Source: an optimization exercise on an open RTL-to-GDS flow (aim: small area and a short achievable clock period). Production flows keep margins and buffers that such runs may drop. In this exercise RTL edits were held to simulation tests only and were not proved equivalent to the original. Power is estimated from default activity; no workload was simulated.

## design/flow/flow/run.sh

```bash
#!/bin/bash
# Standard synthesis and layout, with sized port buffers, the output
# flip-flops and buffers pulled next to their pins after placement, a
# sparser clock tree without dummy loads, timing repair aimed below the
# clock period, more antenna repair rounds and a fanout cap of 150 for
# repair_design (flow/max_fanout.tcl). Each step's full log is in
# orfs/logs; make's own output is in synth.log, place.log and layout.log,
# the placement tweak's in pull_out_flops.log.
set -euo pipefail
KNOBS=(
    "BUFFER_PORTS_ARGS=-buffer_cell sky130_fd_sc_hd__buf_2"
    "CTS_ARGS=-sink_clustering_enable -repair_clock_nets -sink_clustering_size 28 -sink_clustering_max_diameter 100 -dont_use_dummy_load"
    SETUP_SLACK_MARGIN=7.45
    MAX_REPAIR_ANTENNAS_ITER_DRT=12
    MAX_REPAIR_ANTENNAS_ITER_GRT=12
    "PRE_RESIZE_TCL=$PWD/flow/max_fanout.tcl"
)
bash standard.sh synth > synth.log 2>&1
bash standard.sh "${KNOBS[@]}" place > place.log 2>&1
RES=orfs/results/$FLOW_PLATFORM/ssd1309_driver/base
ODB_IN=$RES/3_place.odb ODB_OUT=$RES/3_place_pulled.odb \
    openroad -no_init -exit flow/pull_out_flops.tcl > pull_out_flops.log 2>&1
mv $RES/3_place_pulled.odb $RES/3_place.odb
bash standard.sh "${KNOBS[@]}" finish > layout.log 2>&1
```

## design/flow/flow/max_fanout.tcl

```tcl
# Cap net fanout for repair_design, so that no net of the huge write-data
# and read-select fans is left with hundreds of pins.
set_max_fanout 150 [current_design]
```

## design/flow/flow/pull_out_flops.tcl

```tcl
# Move each output port's buffer and the flip-flop driving it next to the
# port's pin, then legalize. Reads and writes the ODB named by ODB_IN/ODB_OUT.
read_db $::env(ODB_IN)
set block [ord::get_db_block]
foreach bt [$block getBTerms] {
  if {[$bt getIoType] ne "OUTPUT"} { continue }
  set net [$bt getNet]
  set buf ""
  foreach it [$net getITerms] { if {[$it isOutputSignal]} { set buf [$it getInst] } }
  if {$buf eq ""} { continue }
  set in_net ""
  foreach it [$buf getITerms] { if {[$it isInputSignal] && [$it getNet] ne "NULL"} { set in_net [$it getNet] } }
  if {$in_net eq ""} { continue }
  set ff ""
  foreach it [$in_net getITerms] { if {[$it isOutputSignal]} { set ff [$it getInst] } }
  if {$ff eq "" || ![string match "*df*" [[$ff getMaster] getName]]} { continue }
  set pb [$bt getBBox]
  set px [expr {([$pb xMin] + [$pb xMax]) / 2}]
  set py [expr {([$pb yMin] + [$pb yMax]) / 2}]
  set core [$block getCoreArea]
  set x [expr {min(max($px, [$core xMin] + 2000), [$core xMax] - 12000)}]
  set y [expr {min(max($py, [$core yMin] + 2000), [$core yMax] - 6000)}]
  puts "move [$ff getName] and [$buf getName] to $x $y for [$bt getName] at $px $py"
  $buf setLocation $x $y
  $ff setLocation $x $y
}
detailed_placement
check_placement
write_db $::env(ODB_OUT)
```

## design/flow/standard.sh

```bash
#!/bin/bash
# synth_recipe.tcl (not shown) runs the flow's synth.tcl, then flattens the netlist and writes it again
# the make line also repeats each setting of config.mk as NAME=value (left out here)
make -C /OpenROAD-flow-scripts/flow DESIGN_CONFIG=/design/flow/config.mk WORK_HOME=/design/flow/orfs CLKGATE_MAP_FILE= SYNTH_SCRIPT=/design/flow/synth_recipe.tcl "${@:-finish}"
```

## design/flow/config.mk

```make
export PLATFORM = sky130hd
export DESIGN_NAME = ssd1309_driver
export DESIGN_NICKNAME = ssd1309_driver
export VERILOG_FILES = /design/flow/design.v
export SDC_FILE = /design/flow/constraint.sdc
export NUM_CORES = 8
export LEC_CHECK = 0
export CAP_MARGIN = 20
export CORE_MARGIN = 2
export CORE_UTILIZATION = 60
export SLEW_MARGIN = 20
export SYNTH_HIERARCHICAL = 1
export SYNTH_MEMORY_MAX_BITS = 16384
```

## design/flow/constraint.sdc

```tcl
create_clock -name core_clock -period 11.0 [get_ports {clk}]
set_input_delay 2.2000 -clock core_clock [delete_from_list [all_inputs] [get_ports {clk}]]
set_output_delay 2.2000 -clock core_clock [all_outputs]
set_load 0.01 [all_outputs]
```

## design/flow/design.v

```verilog
package oled_pkg;
    localparam int DISPLAY_WIDTH  = 128;                         
    localparam int DISPLAY_HEIGHT = 64;                          
    localparam int PAGE_COUNT     = DISPLAY_HEIGHT / 8;          
    localparam int FB_BYTES       = PAGE_COUNT * DISPLAY_WIDTH;  
    typedef logic [7:0] byte_t;
    typedef logic [$clog2(FB_BYTES)-1:0] fb_addr_t;
    localparam byte_t CMD_DISPLAY_OFF     = 8'hAE;  
    localparam byte_t CMD_ADDR_MODE       = 8'h20;  
    localparam byte_t ADDR_MODE_HORIZ     = 8'h00;  
    localparam byte_t CMD_CONTRAST        = 8'h81;  
    localparam byte_t CONTRAST_LEVEL      = 8'h7F;  
    localparam byte_t CMD_NORMAL_MODE     = 8'hA6;  
    localparam byte_t CMD_DISPLAY_RAM     = 8'hA4;  
    localparam byte_t CMD_CHARGE_PUMP     = 8'h8D;  
    localparam byte_t CHARGE_PUMP_ENABLE  = 8'h14;  
    localparam byte_t CMD_DISPLAY_ON      = 8'hAF;
    localparam int INIT_LEN = 10;
endpackage
`timescale 1ns/1ps
module oled_fb_leaf (
    input  logic [2:0] d,
    input  logic [2:0] s,
    output logic       y_n
);
    assign y_n = ~((d[0] & s[0]) | (d[1] & s[1]) | (d[2] & s[2]));
endmodule
module oled_fb_group #(
    parameter int N = 48
) (
    input  logic [N-1:0] d,      
    input  logic [N-1:0] msel,   
    input  logic         gsel,   
    output logic         y_n
);
    localparam int L = (N + 2) / 3;
    logic [L-1:0] leaf_n;
    for (genvar k = 0; k < L; k++) begin : g_leaf
        localparam int B = (3*k + 3 <= N) ? 3*k : N - 3;
        oled_fb_leaf u_leaf (
            .d   (d[B +: 3]),
            .s   (msel[B +: 3]),
            .y_n (leaf_n[k])
        );
    end
    assign y_n = ~(~&leaf_n & gsel);
endmodule
module oled_framebuffer #(
    parameter int GM = 48,  
    parameter int GN = 22   
) (
    input  logic     clk,
    input  logic     fb_we,    
    input  oled_pkg::fb_addr_t fb_addr,  
    input  oled_pkg::byte_t    fb_data,  
    input  oled_pkg::fb_addr_t rd_addr,  
    input  logic [GM-1:0]      rd_msel,  
    input  logic [GN-1:0]      rd_gsel,  
    output oled_pkg::byte_t    rd_data   
);
    localparam int NB = oled_pkg::FB_BYTES;
    logic [NB-1:0][7:0] mem;
    logic               wr_en;
    oled_pkg::fb_addr_t wr_addr;
    logic [31:0]        wr_lo_n;   
    logic [31:0]        wr_hi_n;   
    oled_pkg::byte_t    wr_data;
    always_ff @(posedge clk) begin
        wr_en   <= fb_we;
        wr_addr <= fb_addr;
        wr_lo_n <= fb_we ? ~(32'b1 << fb_addr[4:0]) : '1;
        wr_hi_n <= ~(32'b1 << fb_addr[9:5]);
        wr_data <= fb_data;
    end
    for (genvar i = 0; i < NB; i++) begin : g_row
        always_ff @(posedge clk) begin
            if (!(wr_lo_n[i % 32] || wr_hi_n[i / 32])) begin
                mem[i] <= wr_data;
            end
        end
    end
    logic [7:0][GN-1:0] rd_grp_n;  
    logic               rd_hit;    
    oled_pkg::byte_t    rd_hit_data;
    for (genvar b = 0; b < 8; b++) begin : g_lane
        logic [GN-1:0] grp_n;
        for (genvar g = 0; g < GN; g++) begin : g_grp
            localparam int N = (NB - g*GM < GM) ? NB - g*GM : GM;
            logic [N-1:0] d;
            for (genvar m = 0; m < N; m++) begin : g_bit
                assign d[m] = mem[g*GM + m][b];
            end
            oled_fb_group #(.N(N)) u_grp (
                .d    (d),
                .msel (rd_msel[N-1:0]),
                .gsel (rd_gsel[g]),
                .y_n  (grp_n[g])
            );
        end
        always_ff @(posedge clk) begin
            rd_grp_n[b] <= grp_n;
        end
        assign rd_data[b] = rd_hit ? rd_hit_data[b] : ~&rd_grp_n[b];
    end
    always_ff @(posedge clk) begin
        rd_hit      <= wr_en && wr_addr == rd_addr;
        rd_hit_data <= wr_data;
    end
endmodule
`timescale 1ns/1ps
module oled_sequencer #(
    parameter int STARTUP_DELAY = 10_000_000,  
    parameter int FRAME_GAP     = 270_000      
) (
    input  logic     clk,
    input  logic     reset,
    output logic     res,       
    output oled_pkg::fb_addr_t rd_addr,  
    output logic [47:0] rd_msel,  
    output logic [21:0] rd_gsel,  
    input  oled_pkg::byte_t    rd_data,   
    output logic     tx_valid,  
    output oled_pkg::byte_t    tx_byte,
    output logic     tx_dc,     
    input  logic     tx_ready
);
    localparam int DLY_MAX = (STARTUP_DELAY > FRAME_GAP) ? STARTUP_DELAY : FRAME_GAP;
    localparam int DLY_W   = $clog2(DLY_MAX + 1);
    localparam int ADR_W   = $clog2(oled_pkg::FB_BYTES);
    localparam int CNT_W   = (DLY_W > ADR_W) ? DLY_W : ADR_W;
    typedef enum logic [2:0] {
        PRE_RESET,   
        RESETTING,   
        POST_RESET,  
        INIT,
        CLEAR,
        DRAW,
        FRAME_WAIT
    } state_t;
    state_t           state, state_nx;
    logic [CNT_W-1:0] cnt;
    logic             cnt_inc;    
    logic             cnt_clr;    
    logic             offer;      
    logic             sent;
    logic             startup_done;
    logic             gap_done;
    logic             last_byte;
    logic             last_cmd;
    oled_pkg::byte_t  init_cmd;   
    oled_pkg::byte_t  offer_byte;
    always_comb begin
        case (cnt[3:0])
            4'd0:    init_cmd = oled_pkg::CMD_DISPLAY_OFF;
            4'd1:    init_cmd = oled_pkg::CMD_ADDR_MODE;
            4'd2:    init_cmd = oled_pkg::ADDR_MODE_HORIZ;
            4'd3:    init_cmd = oled_pkg::CMD_CONTRAST;
            4'd4:    init_cmd = oled_pkg::CONTRAST_LEVEL;
            4'd5:    init_cmd = oled_pkg::CMD_NORMAL_MODE;
            4'd6:    init_cmd = oled_pkg::CMD_DISPLAY_RAM;
            4'd7:    init_cmd = oled_pkg::CMD_CHARGE_PUMP;
            4'd8:    init_cmd = oled_pkg::CHARGE_PUMP_ENABLE;
            4'd9:    init_cmd = oled_pkg::CMD_DISPLAY_ON;
            default: init_cmd = 8'h00;
        endcase
    end
    assign sent         = tx_valid & tx_ready;                   
    assign startup_done = (cnt == CNT_W'(STARTUP_DELAY - 1));
    assign gap_done     = (cnt == CNT_W'(FRAME_GAP - 1));
    assign last_byte    = (cnt == CNT_W'(oled_pkg::FB_BYTES - 1));
    assign last_cmd     = (cnt == CNT_W'(oled_pkg::INIT_LEN - 1));
    assign tx_dc        = (state != INIT);  
    always_comb begin
        state_nx   = state;
        cnt_inc    = 1'b0;
        cnt_clr    = 1'b0;
        offer      = 1'b0;
        offer_byte = rd_data;
        case (state)
            PRE_RESET, RESETTING, POST_RESET: begin
                cnt_inc = 1'b1;
                if (startup_done) begin
                    cnt_clr  = 1'b1;
                    state_nx = (state == PRE_RESET) ? RESETTING :
                               (state == RESETTING) ? POST_RESET : INIT;
                end
            end
            INIT, CLEAR, DRAW: begin
                offer_byte = (state == INIT)  ? init_cmd :
                             (state == CLEAR) ? 8'h00    : rd_data;  
                if (sent) begin
                    cnt_inc = 1'b1;
                    if ((state == INIT) ? last_cmd : last_byte) begin
                        cnt_clr  = 1'b1;
                        state_nx = (state == INIT)  ? CLEAR :
                                   (state == CLEAR) ? DRAW  : FRAME_WAIT;
                    end
                end else if (!tx_valid) begin
                    offer = 1'b1;
                end
            end
            FRAME_WAIT: begin
                if (tx_ready) begin
                    cnt_inc = 1'b1;
                    if (gap_done) begin
                        cnt_clr  = 1'b1;
                        state_nx = DRAW;
                    end
                end
            end
            default: begin
                state_nx = PRE_RESET;
            end
        endcase
    end
    always_ff @(posedge clk) begin
        if (reset) begin
            state    <= PRE_RESET;
            cnt      <= '0;
            rd_addr  <= '0;
            rd_msel  <= 48'd1;
            rd_gsel  <= 22'd1;
            res      <= 1'b1;
            tx_valid <= 1'b0;
        end else begin
            state <= state_nx;
            if (cnt_clr) begin
                cnt <= '0;
            end else if (cnt_inc) begin
                cnt <= cnt + 1'b1;
            end
            if (offer && state == DRAW) begin
                rd_addr <= rd_addr + 1'b1;
                if (last_byte) begin    
                    rd_msel <= 48'd1;
                    rd_gsel <= 22'd1;
                end else begin
                    rd_msel <= {rd_msel[46:0], rd_msel[47]};
                    if (rd_msel[47]) begin
                        rd_gsel <= {rd_gsel[20:0], rd_gsel[21]};
                    end
                end
            end
            res   <= (state_nx != RESETTING);  
            if (sent) begin
                tx_valid <= 1'b0;
            end else if (offer) begin
                tx_valid <= 1'b1;
            end
        end
    end
    always_ff @(posedge clk) begin
        if (!reset && offer) begin
            tx_byte <= offer_byte;
        end
    end
endmodule
`timescale 1ns/1ps
module spi_byte_tx (
    input  logic  clk,
    input  logic  reset,
    input  logic  tx_valid,
    input  oled_pkg::byte_t tx_byte,
    input  logic  tx_dc,     
    output logic  tx_ready,
    output logic  sclk,      
    output logic  sdin,      
    output logic  cs,        
    output logic  cmd        
);
    logic       busy, busy_nx;
    logic [4:0] cnt, cnt_nx;      
    logic [7:0] data, data_nx;    
    logic       dc_n, dc_n_nx;    
    logic       accept;
    logic       shifting;         
    assign tx_ready = ~busy;
    assign accept   = tx_valid & ~busy;
    always_comb begin
        busy_nx = busy;
        cnt_nx  = cnt;
        data_nx = data;
        dc_n_nx = dc_n;
        if (accept) begin
            busy_nx = 1'b1;
            cnt_nx  = '0;
            data_nx = tx_byte;
            dc_n_nx = ~tx_dc;
        end else if (busy) begin
            cnt_nx = cnt + 1'b1;
            if (cnt == 5'd17) begin
                busy_nx = 1'b0;    
            end
        end
    end
    assign shifting = busy_nx && (cnt_nx <= 5'd15);
    always_ff @(posedge clk) begin
        data <= data_nx;
    end
    always_ff @(posedge clk) begin
        if (reset) begin
            busy <= 1'b0;
            cnt  <= '0;
            dc_n <= 1'b1;
            cs   <= 1'b1;
            sclk <= 1'b0;
            sdin <= 1'b0;
            cmd  <= 1'b0;
        end else begin
            busy <= busy_nx;
            cnt  <= cnt_nx;
            dc_n <= dc_n_nx;
            cs   <= ~shifting;
            sclk <= shifting && cnt_nx[0];
            sdin <= shifting && data_nx[3'd7 - cnt_nx[3:1]];
            cmd  <= ~dc_n_nx;
        end
    end
endmodule
`timescale 1ns/1ps
module ssd1309_driver #(
    parameter int STARTUP_DELAY = 100,  
    parameter int FRAME_GAP     = 150   
) (
    input  logic     clk,
    input  logic     reset,
    input  logic     fb_we,    
    input  oled_pkg::fb_addr_t fb_addr,
    input  oled_pkg::byte_t    fb_data,
    output logic     sclk,     
    output logic     sdin,     
    output logic     res,
    output logic     cmd,      
    output logic     cs
);
    oled_pkg::fb_addr_t rd_addr;
    logic [47:0]        rd_msel;
    logic [21:0]        rd_gsel;
    oled_pkg::byte_t    rd_data;
    logic     tx_valid;
    oled_pkg::byte_t    tx_byte;
    logic     tx_dc;
    logic     tx_ready;
    oled_framebuffer u_framebuffer (
        .clk     (clk),
        .fb_we   (fb_we),
        .fb_addr (fb_addr),
        .fb_data (fb_data),
        .rd_addr (rd_addr),
        .rd_msel (rd_msel),
        .rd_gsel (rd_gsel),
        .rd_data (rd_data)
    );
    oled_sequencer #(
        .STARTUP_DELAY (STARTUP_DELAY),
        .FRAME_GAP     (FRAME_GAP)
    ) u_sequencer (
        .clk      (clk),
        .reset    (reset),
        .res      (res),
        .rd_addr  (rd_addr),
        .rd_msel  (rd_msel),
        .rd_gsel  (rd_gsel),
        .rd_data  (rd_data),
        .tx_valid (tx_valid),
        .tx_byte  (tx_byte),
        .tx_dc    (tx_dc),
        .tx_ready (tx_ready)
    );
    spi_byte_tx u_spi_tx (
        .clk      (clk),
        .reset    (reset),
        .tx_valid (tx_valid),
        .tx_byte  (tx_byte),
        .tx_dc    (tx_dc),
        .tx_ready (tx_ready),
        .sclk     (sclk),
        .sdin     (sdin),
        .cs       (cs),
        .cmd      (cmd)
    );
endmodule
```

==> results of run 1 <==
worst min path at each step:
stage | startpoint | end | slack [ps] | depth (start not counted)
finish | u_spi_tx.data[0] | u_spi_tx.data[0] | 450 | 2
global placement | u_sequencer.tx_byte[2] | u_spi_tx.data[2] | 420 | 2
detailed placement | u_sequencer.tx_byte[0] | u_spi_tx.data[0] | 430 | 2
CTS | u_spi_tx.data[0] | u_spi_tx.data[0] | 450 | 2
floorplan | u_sequencer.tx_byte[0] | u_spi_tx.data[0] | 410 | 2
global route | u_spi_tx.data[0] | u_spi_tx.data[0] | 480 | 2
registers in the layout, indices dropped and copies added, names as in the netlist, 10 cells and up:
name	cells
u_sequencer.rd_addr	10
u_framebuffer.wr_hi_n	32
u_sequencer.rd_gsel	22
u_sequencer.rd_msel	48
u_framebuffer.rd_grp_n	176
u_sequencer.cnt	10
u_framebuffer.wr_addr	10
u_framebuffer.wr_lo_n	32
u_framebuffer.mem	8192
layer usage:
layer  wire length (um)  part of all wire
met1             332000              0.36
met2             431000              0.47
met3             126000              0.14
met4              37600             0.041
met5                204           0.00022
through the flow:
stage | instance area [sq um] | hold WS [ps]
2_1_floorplan | 297000 | 408
6_report | 317000 | 450
3_3_place_gp | 307000 | 425
5_1_grt | 317000 | 477
4_1_cts | 316000 | 451
3_5_place_dp | 308000 | 427
worst min-delay path, cell delays in order (launching register included):
cell and delay (ps):
dfxtp_1 320, nand2_1 50, nand2_1 40
cells in the mapped netlist, drive strengths merged, types with 16 or more instances:
master  count
clkbuf    215
nand2     108
xnor2      17
nand4     718
a22oi      50
nor2     1135
o41ai     168
nand3      27
buf        21
edfxtp   8200
a222oi   2736
dfxtp     390
a21oi      30
nor2b      22
inv        16
a22o       21
o21ai      20
kinds of logic after synthesis:
group           share of synthesized area
mux                              0.000152
compound gates                      0.105
buf+inv                           0.00332
flops                               0.856
xor+xnor                         0.000738
simple gates                       0.0338
fa+ha+maj                        0.000422
layout make-up:
cell class	instances	area share
diodes	76	0.000600
clock buffers	344	0.0272
inverters	16	0.000190
multi-input cells	5194	0.132
flip-flops and latches	8590	0.803
well taps	6500	0.0257
repair buffers	364	0.0117
cells in the final DEF, fill, tap and decap left out, types with 8 or more instances in the layout:
| cell type | netlist | routed |
|---|---|---|
| buf_6 | 2 | 15 |
| buf_16 | 0 | 13 |
| buf_2 | 14 | 20 |
| xnor2_1 | 17 | 17 |
| ha_1 | 10 | 10 |
| a22o_1 | 21 | 21 |
| nor2_1 | 1134 | 1131 |
| diode_2 | 0 | 76 |
| nor2b_1 | 22 | 22 |
| inv_1 | 16 | 16 |
| nand4b_1 | 11 | 11 |
| nand4_1 | 718 | 718 |
| dfxtp_1 | 390 | 287 |
| a22oi_1 | 49 | 49 |
| clkbuf_16 | 0 | 344 |
| dfxtp_2 | 0 | 13 |
| nor3_1 | 12 | 12 |
| clkbuf_8 | 0 | 10 |
| a222oi_1 | 2736 | 2736 |
| a21o_1 | 9 | 9 |
| o21ai_1 | 8 | 8 |
| a21oi_1 | 29 | 29 |
| xor2_1 | 8 | 8 |
| nand3_1 | 27 | 27 |
| edfxtp_1 | 8200 | 8200 |
| dfxtp_4 | 0 | 90 |
| buf_12 | 0 | 50 |
| nand2_1 | 108 | 108 |
| o21ai_0 | 12 | 12 |
| buf_4 | 2 | 253 |
| o41ai_2 | 168 | 168 |
| o22ai_1 | 10 | 10 |
Yosys stat by module (local to each module, per instance), excerpt:
module,flip-flops and latches,area (sq um)
oled_framebuffer,8460,257000
oled_fb_leaf,0,10.0
spi_byte_tx,19,888
timing repair:
action,in CTS,in global routing
endpoints found under the setup margin,834,292
resized for setup,22,11
buffers inserted,1,1
hold buffers,0,0
power breakdown:
part           switching, uW  leakage [uW]  internal, uW  total, uW
Sequential              84.3        0.0769         35800      35800
Combinational            637        0.0125          85.2        723
Clock                   9180       0.00424          5640      14800
==> metrics.md, run 1 <==
| Metric | Value |
|---|---|
| CTS Buf Count | `around 340` |
| Total Wirelength | `926,000 um` |
| CP delay by family, top | `flip-flops` |
| CP arrival | `about 1500 ps` |
| RSZ-0062 raised after global routing | `yes` |
| Grt peak-use layer | `met2` |
| Startpoint types | `register` |
| TritonCTS clock tree | `done` |
| P&R area growth vs syn | `6.78%` |
| Register area share after synthesis | `0.856` |
| DIE WIDTH | `707 um` |
| Setup TNS | `0 ps` |
| Critical-path cell list | `buf_6` |
| Clk Latency, worst-skew pair | `1030 ps` |
| Req. time, crit path | `8800 ps` |
| Fin cells | `21,100` |
| GPL Wtd Cong | `between 0.8 and 0.9` |
| Final ANT Viol Nets | `0` |
| FF-to-FF Start | `u_sequencer.rd_msel[39]` |
| Flops & latches, synth | `~8,600` |
| Fin crit share | `0.334` |
| Share of post-route cells with drive strength above 1 | `0.0692` |
| DRC viols | `0` |
| Worst Path Buf+Inv | `1` |
| Crit Path Max Fanout | `1` |
| Post-DR vias/cell | `7.84` |
| Endpoints failing setup | `0` |
| FP Rows | `258` |
| Slew Viols, Final | `0` |
| Peak VDD IR | `roughly 150 uV` |
| CP Depth | `1` |
| Largest net degree at the start of global routing | `151` |
| Final #Nets | `14,500` |
| Top-area cell type share of the netlist area | `0.830` |
| Clk_skew | `50.8 ps` |
| First-pass GRT wire length | `about 1,200,000 um` |
| Final WS setup | `roughly 7300 ps` |
| Util after Layout | `0.642` |
| Root Buffer | `clkbuf_16` |
| Antenna violations before repair | `88` |
| Crit path max-delay cell type | `dfxtp_2` |
| IO Port Bufs | `25` |
| CP Launch Point | `u_spi_tx.sdin` |
| Routed wire per std cell | `43.9 um` |
| Yosys cell types | `75` |
| Pre-CTS setup slack | `approximately 6400 ps` |
| Met2 Use GR | `0.564` |
| Synth area leader | `edfxtp_1` |
| EDFF count, synth | `8,200` |
| First DRT Iteration DRCs | `39,600` |
| Worst-margin pin slew | `1320 ps` |
| Slew margin rel. | `0.122` |
| Syn. warnings | `9` |
| Pwr Density | `162 mW/mm^2` |
| R2R Path End | `u_framebuffer.rd_grp_n[3]` |
| Flop-to-flop setup slack | `7330 ps` |
| FFs w/ async S/R, synth | `0` |
| Synthesized area | `0.297 sq mm` |
| Area of the multi-input gates | `0.0417 sq mm` |
| Top FF cell, synth | `edfxtp_1` |
| Hold Path Class | `reg2reg` |
| Core Area | `0.493 sq mm` |
| DRT Pass-1 Iters | `17` |
| Post-Syn Nets | `roughly 14,000` |
| Setup Crit Path Kind | `reg2out` |
| Dpl cells | `~21,000` |
| FMAX | `0.272 GHz` |
| Mapped Cells | `roughly 14,000` |
| Fill count | `32,800` |
| Syn Area/Cell | `~21 sq um` |
| Largest cells by area after synthesis | `edfxtp_1 (83%), a222oi_1 (9.2%), dfxtp_1 (2.6%)` |
| Max clock buf depth | `4` |
| HPWL after detailed placement | `561,000 um` |
| Clock sinks | `8,590` |
| Vias in the first global route | `155,000` |
| Storage element area | `0.254 sq mm` |
| All-Layer GR Usage | `0.362` |
| CP peak stage delay | `340 ps` |
| Vias post-DR | `about 170k` |
| Met1 usage | `0.515` |
| Leak | `0.0936 uW` |
| Setup crit end kind | `output port` |
| CTS H-tree depth | `5` |
| Reg2Reg Depth | `4` |
| GR Overflow Total | `0` |
| Die Footprint | `0.500 sq mm` |
| Worst-path clk slew | `110 ps` |
| # IOs | `26` |
| Outcome | `no timing/DRC/antenna violations` |
| Tot Pwr | `51,400 uW` |
| Final min period | `between 3000 and 4000 ps` |
| Hold Fails Final Rpt | `0` |
| M3 GR Usage | `0.0763` |
| Maxcap violations | `0` |
| Initial Util | `0.602` |
| CP endpoint | `sdin` |
| Die H | `707 um` |
==> run 2: changes to the inputs <==
--- a/design/flow/flow/run.sh
+++ b/design/flow/flow/run.sh
@@ -10,5 +10,5 @@
 KNOBS=(
     "BUFFER_PORTS_ARGS=-buffer_cell sky130_fd_sc_hd__buf_2"
-    "CTS_ARGS=-sink_clustering_enable -repair_clock_nets -sink_clustering_size 28 -sink_clustering_max_diameter 100 -dont_use_dummy_load"
+    "CTS_ARGS=-sink_clustering_enable -repair_clock_nets -sink_clustering_size 25 -sink_clustering_max_diameter 100 -dont_use_dummy_load"
     SETUP_SLACK_MARGIN=7.45
     MAX_REPAIR_ANTENNAS_ITER_DRT=12
==> run 2 against run 1 <==
  * Sequential power barely moved
  * Count of clock-buffer cells in the layout grew 37
  * Maximum frequency down 0.44%
  * Clock skew increased by 12 ps
  * First-iteration DRC count is 0.12% higher
  * Utilization up 0.19 points
  * Critical endpoint unchanged
  * Largest power group unchanged
  * Power increased by 1.3%
  * Still clean on timing, DRC and antenna
  * Sequential share of layout area decreased by 0.24 points
  * Non-clock buffer count increased by 2
  * Highest routed layer unchanged
  * Setup slack lost 16 ps
  * Worst hold slack improved by 5.1 ps
  * Clock power grew 5%
==> metrics.md, run 2 <==
| Metric | Value |
|---|---|
| P&R area growth vs syn | `7.10%` |
| Fin crit share | `0.336` |
| Syn. warnings | `9` |
| Hold Path Sink | `u_spi_tx.data[2]` |
| Routed wire per std cell | `43.9 um` |
| Largest net degree at the start of global routing | `151` |
| Clk_skew | `63.0 ps` |
| CP Depth | `1` |
| Most frequent cells in the layout | `edfxtp_1 (8,200), a222oi_1 (2,736), nor2_1 (1,131)` |
| Setup TNS | `0 ps` |
| TritonCTS clock tree | `done` |
| Final min period | `approximately 3700 ps` |
| Antenna violations before repair | `79` |
| Fin cells | `21,100` |
| Worst-margin pin slew | `approximately 1200 ps` |
| FFs w/ async S/R, synth | `0` |
| R2R Path End | `u_framebuffer.rd_grp_n[167]` |
| Leak | `0.0941 uW` |
| Final ANT Viol Nets | `0` |
| Hold_ws | `~450 ps` |
| Hold Buf Count CTS | `0` |
| Crit Path Max Fanout | `1` |
| Die H | `approximately 700 um` |
| CP arrival | `1490 ps` |
| Setup crit end kind | `output port` |
| Vias in the first global route | `roughly 160k` |
| Slew Viols, Final | `0` |
| Post-DR vias/cell | `7.84` |
| Max reg flops | `approximately 8,000` |
| Final #Nets | `about 15,000` |
| Critical-path cell list | `buf_6` |
| Flops & latches, synth | `roughly 8,600` |
| Die Footprint | `0.500 sq mm` |
| Setup Crit Path Kind | `reg2out` |
| RSZ-0062 raised after global routing | `yes` |
| FF-to-FF Start | `u_sequencer.rd_msel[32]` |
| Worst hold path cell count | `2` |
| Endpoints failing setup | `0` |
| Req. time, crit path | `just under 9000 ps` |
| Outcome | `no timing/DRC/antenna violations` |
| Met2 Use GR | `0.573` |
| Crit path max-delay cell type | `dfxtp_2` |
| CP peak stage delay | `between 300 and 400 ps` |
| Yosys cell types | `75` |
| Post-Syn Nets | `14,100` |
| Grt peak-use layer | `met2` |
| # IOs | `26` |
| FMAX | `0.271 GHz` |
| Dpl cells | `20,700` |
| Core Area | `0.493 sq mm` |
| HP Start | `u_sequencer.tx_byte[2]` |
| DRT Pass-1 Iters | `17` |
| Count leader, synth | `edfxtp_1` |
| First DRT Iteration DRCs | `39,700` |
| EDFF count, synth | `8,200` |
| Top FF cell, synth | `edfxtp_1` |
| CTS Buf Count | `381` |
| Clock sinks | `8,590` |
| Mapped Cells | `14,000` |
| First-pass GRT wire length | `1,250,000 um` |
| Most common cell after layout, fill and taps aside | `edfxtp_1` |
| Peak VDD IR | `around 140 uV` |
| Flop-to-flop setup slack | `~7500 ps` |
| Top-area cell type share of the netlist area | `0.830` |
| DIE WIDTH | `between 700 and 800 um` |
| Initial Util | `0.602` |
| Root Buffer | `clkbuf_16` |
| FP Rows | `258` |
| Hold Path Class | `reg2reg` |
| Clk Latency, worst-skew pair | `1050 ps` |
| GR Overflow Total | `0` |
| Top reg by flops | `u_framebuffer.mem` |
| Pwr Density | `164 mW/mm^2` |
| Total Wirelength | `just over 900,000 um` |
| HPWL after detailed placement | `about 560,000 um` |
| Reg2Reg Depth | `5` |
| Startpoint types | `register` |
| Hold Fails Final Rpt | `0` |
| Vias post-DR | `165,000` |
| M3 GR Usage | `0.0705` |
| Syn Area/Cell | `21.1 sq um` |
| Maxcap violations | `0` |
| CP delay by family, top | `flip-flops` |
| Synth area leader | `edfxtp_1` |
| DRC viols | `0` |
| All-Layer GR Usage | `0.363` |
| IO Port Bufs | `25` |
| Worst Path Buf+Inv | `1` |
| Worst-path clk slew | `100 ps` |
| Share of post-route cells with drive strength above 1 | `0.0717` |
| Largest cells by area after synthesis | `edfxtp_1 (83%), a222oi_1 (9.2%), dfxtp_1 (2.6%)` |
| Post-synth top cells | `edfxtp_1 (8,200), a222oi_1 (2,736), nor2_1 (1,134)` |
| Slew margin rel. | `0.174` |
| CTS H-tree depth | `5` |
| Max clock buf depth | `4` |
| Largest regs | `u_framebuffer.mem (8192), u_framebuffer.rd_grp_n (176), u_sequencer.rd_msel (48)` |
| Met1 usage | `0.519` |
| Synthesized area | `0.297 sq mm` |
| GPL Wtd Cong | `0.881` |
| Register area share after synthesis | `0.856` |
==> run 2: report_power, final <==
part / switching, uW / total [uW] / internal (uW)
clock network: 9300 / 15500 / 6200
logic: 639 / 725 / 86.1
registers: 84.4 / 35800 / 35700
==> run 2: stage by stage <==
stage               power [uW]   util  worst slack (ps)  instance area (sq um)
finish                   52100  0.644              7310                 318000
global route             53200  0.644              7270                 318000
CTS                      52100  0.643              7240                 317000
detailed placement       37300  0.624              6440                 308000
global placement         37200  0.623              6280                 307000
floorplan                37000      -              5980                 297000
==> run 2: worst max-delay path by stage <==
stage | slack [ps] | end | start
after global placement | 6280 | u_sequencer.init_cmd[0] | reset
final | 7310 | sdin | u_spi_tx.sdin
after CTS | 7240 | sclk | u_spi_tx.sclk
after floorplan | 5980 | u_framebuffer.mem[0] | u_framebuffer.wr_data[0]
after global routing | 7270 | sclk | u_spi_tx.sclk
after detailed placement | 6440 | u_sequencer.init_cmd[0] | reset
==> run 2: cell families (layout without fill, tap and decap cells) <==
logic type	after synthesis	after routing	synth area share
AOI/OAI and AO/OA	3066	3066	0.105
xor gates and xnor gates	25	25	0.000738
adders and majority gates	10	10	0.000422
buffers and inverters	252	763	0.00332
DFF	8590	8590	0.856
muxes	4	4	0.000152
other	0	66	0
and+or+nand+nor	2089	2089	0.0338
==> run 2: metal layers <==
layer / vias to the layer above / routed length [um]
met2: 12200 / 436000
met5: - / 126
li1: 65000 / -
met3: 1260 / 123000
met4: 20 / 33200
met1: 86900 / 335000
==> run 2: per-module statistics from Yosys, one instance, submodules excluded, a selection <==
module | copies in the design | cell area (sq um) | cells inside
oled_framebuffer | 1 | 257000 | 9874
spi_byte_tx | 1 | 888 | 108
oled_fb_leaf | 2736 | 10.0 | 1
==> run 2: cell type report <==
| type | instances | area [sq um] |
|---|---|---|
| flip-flops and latches | 8590 | 254000 |
| multi-input cells | 5194 | 41700 |
| repair buffers | 366 | 3750 |
| inverters | 16 | 60.1 |
| fillers | 32700 | 175000 |
| clock buffers | 381 | 9530 |
| well taps | 6500 | 8130 |
| diodes | 66 | 165 |
==> run 2: repair_timing <==
action,in CTS,in global routing
gates resized for setup,20,11
buffers inserted,1,1
pin swaps,0,0
setup endpoints to repair,821,291
==> run 3: changes to the inputs <==
--- a/design/flow/design.v
+++ b/design/flow/design.v
@@ -80,5 +80,6 @@
         end
     end
-    logic [7:0][GN-1:0] rd_grp_n;  
+    localparam int NP = (GN + 1) / 2;
+    logic [7:0][NP-1:0] rd_part;   
     logic               rd_hit;    
     oled_pkg::byte_t    rd_hit_data;
@@ -98,8 +99,12 @@
             );
         end
+        logic [2*NP-1:0] grp_pad;  
+        assign grp_pad = {{(2*NP - GN){1'b1}}, grp_n};
         always_ff @(posedge clk) begin
-            rd_grp_n[b] <= grp_n;
+            for (int q = 0; q < NP; q++) begin
+                rd_part[b][q] <= ~&grp_pad[2*q +: 2];
+            end
         end
-        assign rd_data[b] = rd_hit ? rd_hit_data[b] : ~&rd_grp_n[b];
+        assign rd_data[b] = rd_hit ? rd_hit_data[b] : |rd_part[b];
     end
     always_ff @(posedge clk) begin
--- a/design/flow/flow/run.sh
+++ b/design/flow/flow/run.sh
@@ -3,5 +3,5 @@
 # flip-flops and buffers pulled next to their pins after placement, a
 # sparser clock tree without dummy loads, timing repair aimed below the
-# clock period, more antenna repair rounds and a fanout cap of 150 for
+# clock period, more antenna repair rounds and a fanout cap of 64 for
 # repair_design (flow/max_fanout.tcl). Each step's full log is in
 # orfs/logs; make's own output is in synth.log, place.log and layout.log,
@@ -10,5 +10,5 @@
 KNOBS=(
     "BUFFER_PORTS_ARGS=-buffer_cell sky130_fd_sc_hd__buf_2"
-    "CTS_ARGS=-sink_clustering_enable -repair_clock_nets -sink_clustering_size 25 -sink_clustering_max_diameter 100 -dont_use_dummy_load"
+    "CTS_ARGS=-sink_clustering_enable -repair_clock_nets -sink_clustering_size 28 -sink_clustering_max_diameter 100 -dont_use_dummy_load"
     SETUP_SLACK_MARGIN=7.45
     MAX_REPAIR_ANTENNAS_ITER_DRT=12
==> design/flow/flow/max_fanout.tcl (replaced) <==
# Cap net fanout for repair_design, so that no net of the huge write-data
# and read-select fans is left with hundreds of pins.
set_max_fanout 64 [current_design]
==> run 3 against run 2 <==
  * Still clean
  * Setup slack gained 28 ps
  * Count of clock-buffer cells in the layout down 40
  * Worst hold slack worse by 4.5 ps
  * Utilization is 0.11 points higher
  * Final area is 0.54% lower
  * Critical path depth stayed put
  * Flip-flop and latch count decreased by 88
==> metrics.md, run 3 <==
| Metric | Value |
|---|---|
| Post-synth top cells | `edfxtp_1 (8,200), a222oi_1 (2,736), nor2_1 (1,126)` |
| Worst-margin pin slew | `1280 ps` |
| Final min period | `3660 ps` |
| CP Depth | `1` |
| Leak | `0.0939 uW` |
| CP peak stage delay | `330 ps` |
| Max clock buf depth | `4` |
| Tot Pwr | `slightly above 50,000 uW` |
| Startpoint types | `register` |
| GR Overflow Total | `0` |
| CP arrival | `roughly 1500 ps` |
| Req. time, crit path | `8800 ps` |
| Total Wirelength | `between 900,000 and 1,000,000 um` |
| CTS Buf Count | `about 340` |
| Crit path max-delay cell type | `dfxtp_2` |
| Clk pwr share | `0.288` |
| Fin crit share | `0.333` |
| Routed wire per std cell | `roughly 44 um` |
| Hold Fails Final Rpt | `0` |
| Hold Path Class | `reg2reg` |
| Worst hold path cell count | `2` |
| DIE WIDTH | `705 um` |
| Sequential power share | `0.697` |
| HPWL after detailed placement | `586,000 um` |
| Top-area cell type share of the netlist area | `0.834` |
| Post-DR vias/cell | `7.84` |
| Sw frac | `0.193` |
| Vias post-DR | `166,000` |
| IO Port Bufs | `25` |
| Reg2Reg Depth | `7` |
| Post-Syn Nets | `14,000` |
| Clk_skew | `just under 60 ps` |
| Flops & latches, synth | `8,502` |
| Sw power | `9820 uW` |
| Setup Crit Path Kind | `reg2out` |
| Endpoints failing setup | `0` |
| Top reg by flops | `u_framebuffer.mem` |
| Worst Path Buf+Inv | `1` |
| Max reg flops | `slightly above 8,000` |
| Share of post-route cells with drive strength above 1 | `0.0775` |
| Antenna violations before repair | `75` |
| Most common cell after layout, fill and taps aside | `edfxtp_1` |
| Final WS setup | `7340 ps` |
| GPL Wtd Cong | `about 0.87` |
| Combinational share of power | `0.015` |
| DRT Pass-1 Iters | `22` |
| Most frequent cells in the layout | `edfxtp_1 (8,200), a222oi_1 (2,736), nor2_1 (1,122)` |
| First-pass GRT wire length | `approximately 1,300,000 um` |
| EDFF count, synth | `slightly above 8,000` |
| Final #Nets | `about 15,000` |
| Setup crit end kind | `output port` |
| DRC viols | `0` |
| Largest regs | `u_framebuffer.mem (8192), u_framebuffer.rd_part (88), u_sequencer.rd_msel (48)` |
| Root Buffer | `clkbuf_16` |
| Top FF cell, synth | `edfxtp_1` |
| Peak VDD IR | `133 uV` |
| CTS H-tree depth | `5` |
| Worst-path clk slew | `100 ps` |
| Util after Layout | `0.645` |
| FFs w/ async S/R, synth | `0` |
| CP delay by family, top | `flip-flops` |
| Syn Area/Cell | `roughly 21 sq um` |
| FMAX | `0.273 GHz` |
| Critical-path cell list | `buf_6` |
| Register area share after synthesis | `0.855` |
| Pre-CTS setup slack | `5000 ps` |
| Die H | `approximately 700 um` |
| Vias in the first global route | `~150k` |
| Slew margin rel. | `0.148` |
| P&R area growth vs syn | `7.10%` |
| Core Area | `0.490 sq mm` |
| Setup TNS | `0 ps` |
| Largest net degree at the start of global routing | `65` |
| Yosys cell types | `76` |
| Crit Path Max Fanout | `1` |
| Maxcap violations | `0` |
| Initial Util | `0.603` |
| Clk Latency, worst-skew pair | `1050 ps` |
| All-Layer GR Usage | `0.365` |
| Fin area | `around 0.32 sq mm` |
| FP Rows | `roughly 260` |
| Synth area leader | `edfxtp_1` |
| Syn. warnings | `9` |
| TritonCTS clock tree | `done` |
| First DRT Iteration DRCs | `approximately 40,000` |
| Clock sinks | `about 8,500` |
| Largest cells by area after synthesis | `edfxtp_1 (83%), a222oi_1 (9.3%), dfxtp_1 (2.0%)` |
| Slew Viols, Final | `0` |
| RSZ-0062 raised after global routing | `yes` |
| Synthesized area | `just under 0.3 sq mm` |
| Count leader, synth | `edfxtp_1` |
| Die Footprint | `0.497 sq mm` |
| Mapped Cells | `14,000` |
| Final ANT Viol Nets | `0` |
| Outcome | `no timing/DRC/antenna violations` |
| Internal Power | `41,100 uW` |
| # IOs | `26` |
| Pwr Density | `161 mW/mm^2` |
| Area post-placement | `0.307 sq mm` |
run 3: cell types whose count changed in the layout (fill, tap and decap cells not counted), moves of 10 or more:
cell       change
buf_4         +77
dfxtp_1       -84
nor4_1        +10
buf_8         +10
buf_16        -10
nand2_1       +88
nand4_1       -32
o41ai_2       -11
buf_6         +44
o41ai_4       +11
diode_2       -22
clkbuf_16     -40
run 3: layout make-up:
| cell class | instances | area [sq um] |
|---|---|---|
| diodes | 44 | 110 |
| clock buffers | 341 | 8530 |
| fillers | 32600 | 174000 |
| inverters | 16 | 60.1 |
| multi-input cells | 5243 | 42000 |
| flip-flops and latches | 8502 | 253000 |
| well taps | 6475 | 8100 |
| repair buffers | 489 | 4640 |
run 3: routing by layer:
layer / part of all wire / global-route usage / routed length [um]
met4: 0.050 / 0.158 / 46400
met3: 0.13 / 0.0709 / 123000
met2: 0.47 / 0.568 / 434000
met1: 0.35 / 0.513 / 328000
met5: 0.00011 / 0 / 102
run 3: logic make-up (layout without fill, tap and decap cells):
group,Yosys count,count (layout),synth area share
other cells,0,44,0
compound gates,3058,3058,0.106
flops,8502,8502,0.855
buf+inv,253,846,0.00337
simple gates,2138,2138,0.0343
xor+xnor,25,25,0.000742
fa+ha+maj,10,10,0.000424
mux,12,12,0.000458
run 3: final timing paths:
check	from	to	slack [ps]
worst max-delay path	u_sequencer.res	res	7340
worst min-delay path	u_spi_tx.data[4]	u_spi_tx.data[4]	450
worst max register to register	u_sequencer.rd_msel[43]	u_framebuffer.rd_part[75]	7370
worst min register to register	u_spi_tx.data[4]	u_spi_tx.data[4]	450
run 3: Yosys stat by module, one instance, submodules excluded, excerpt:
| module | times used | flops+latches | cells inside | cell area [sq um] |
|---|---|---|---|---|
| oled_fb_leaf | 2736 | 0 | 1 | 10.0 |
| spi_byte_tx | 1 | 19 | 108 | 888 |
| oled_framebuffer | 1 | 8372 | 9836 | 255000 |
run 3: power by group through the flow:
| stage | Sequential, uW | Combinational [uW] | Clock, uW |
|---|---|---|---|
| after CTS | 35500 | 769 | 14700 |
| after detailed placement | 36200 | 757 | 0 |
| after global placement | 36200 | 629 | 0 |
| after global routing | 35500 | 816 | 15800 |
| final | 35500 | 784 | 14700 |
| after floorplan | 36600 | 73.7 | 0 |
run 3: tightest hold or removal path: stages (launching register included):
cell	delay, ps
dfxtp_1	320
nand2_1	50
nand2_1	40
run 3: timing repair:
item | CTS | global route
buffers inserted | 3 | 5
endpoints found under the setup margin | 2313 | 845
endpoints found under the hold margin | 0 | 0
pin swaps | 3 | 6
gates resized for setup | 103 | 32
hold buffers | 0 | 0
run 3: per-stage QoR:
step,hold slack [ps],instances
global route,469,21100
global placement,437,20600
floorplan,408,14000
CTS,451,21100
detailed placement,428,20700
finish,450,21100

## afterwards: timing with drivers on the ports
In the flow no input, the clock included, has a driving cell. The finished layouts below were timed again as built, in two steps. Step 1: set_driving_cell puts a clkbuf_16 on clk and a buf_2 on each other input, an assumption about the parent block. Step 2 times the ports against the registers' clock, not the clock port: input delays grow and output delays shrink by t, the midpoint of the rising clock arrivals with the driver on. a / b / c = no drivers / after step 1 / after step 2; a / b = the first two.
run | shift t [ns] | slack for setup (ns) | worst setup path after step 2 | worst slew at a driven data input, ns | cell pins on the clock port's net
run 1 | 1.121 | 7.324 / 7.210 / 6.483 | input to register | 0.34 | 1
run 2 | 1.135 | 7.308 / 7.190 / 6.443 | input to register | 0.33 | 1
run 3 | 1.129 | 7.335 / 7.219 / 6.520 | input to register | 0.07 | 1
After both steps every run listed still meets setup and hold. The setup slack of run 2, which loses most, moves by -0.118 ns with the drivers and by -0.865 ns with both steps.
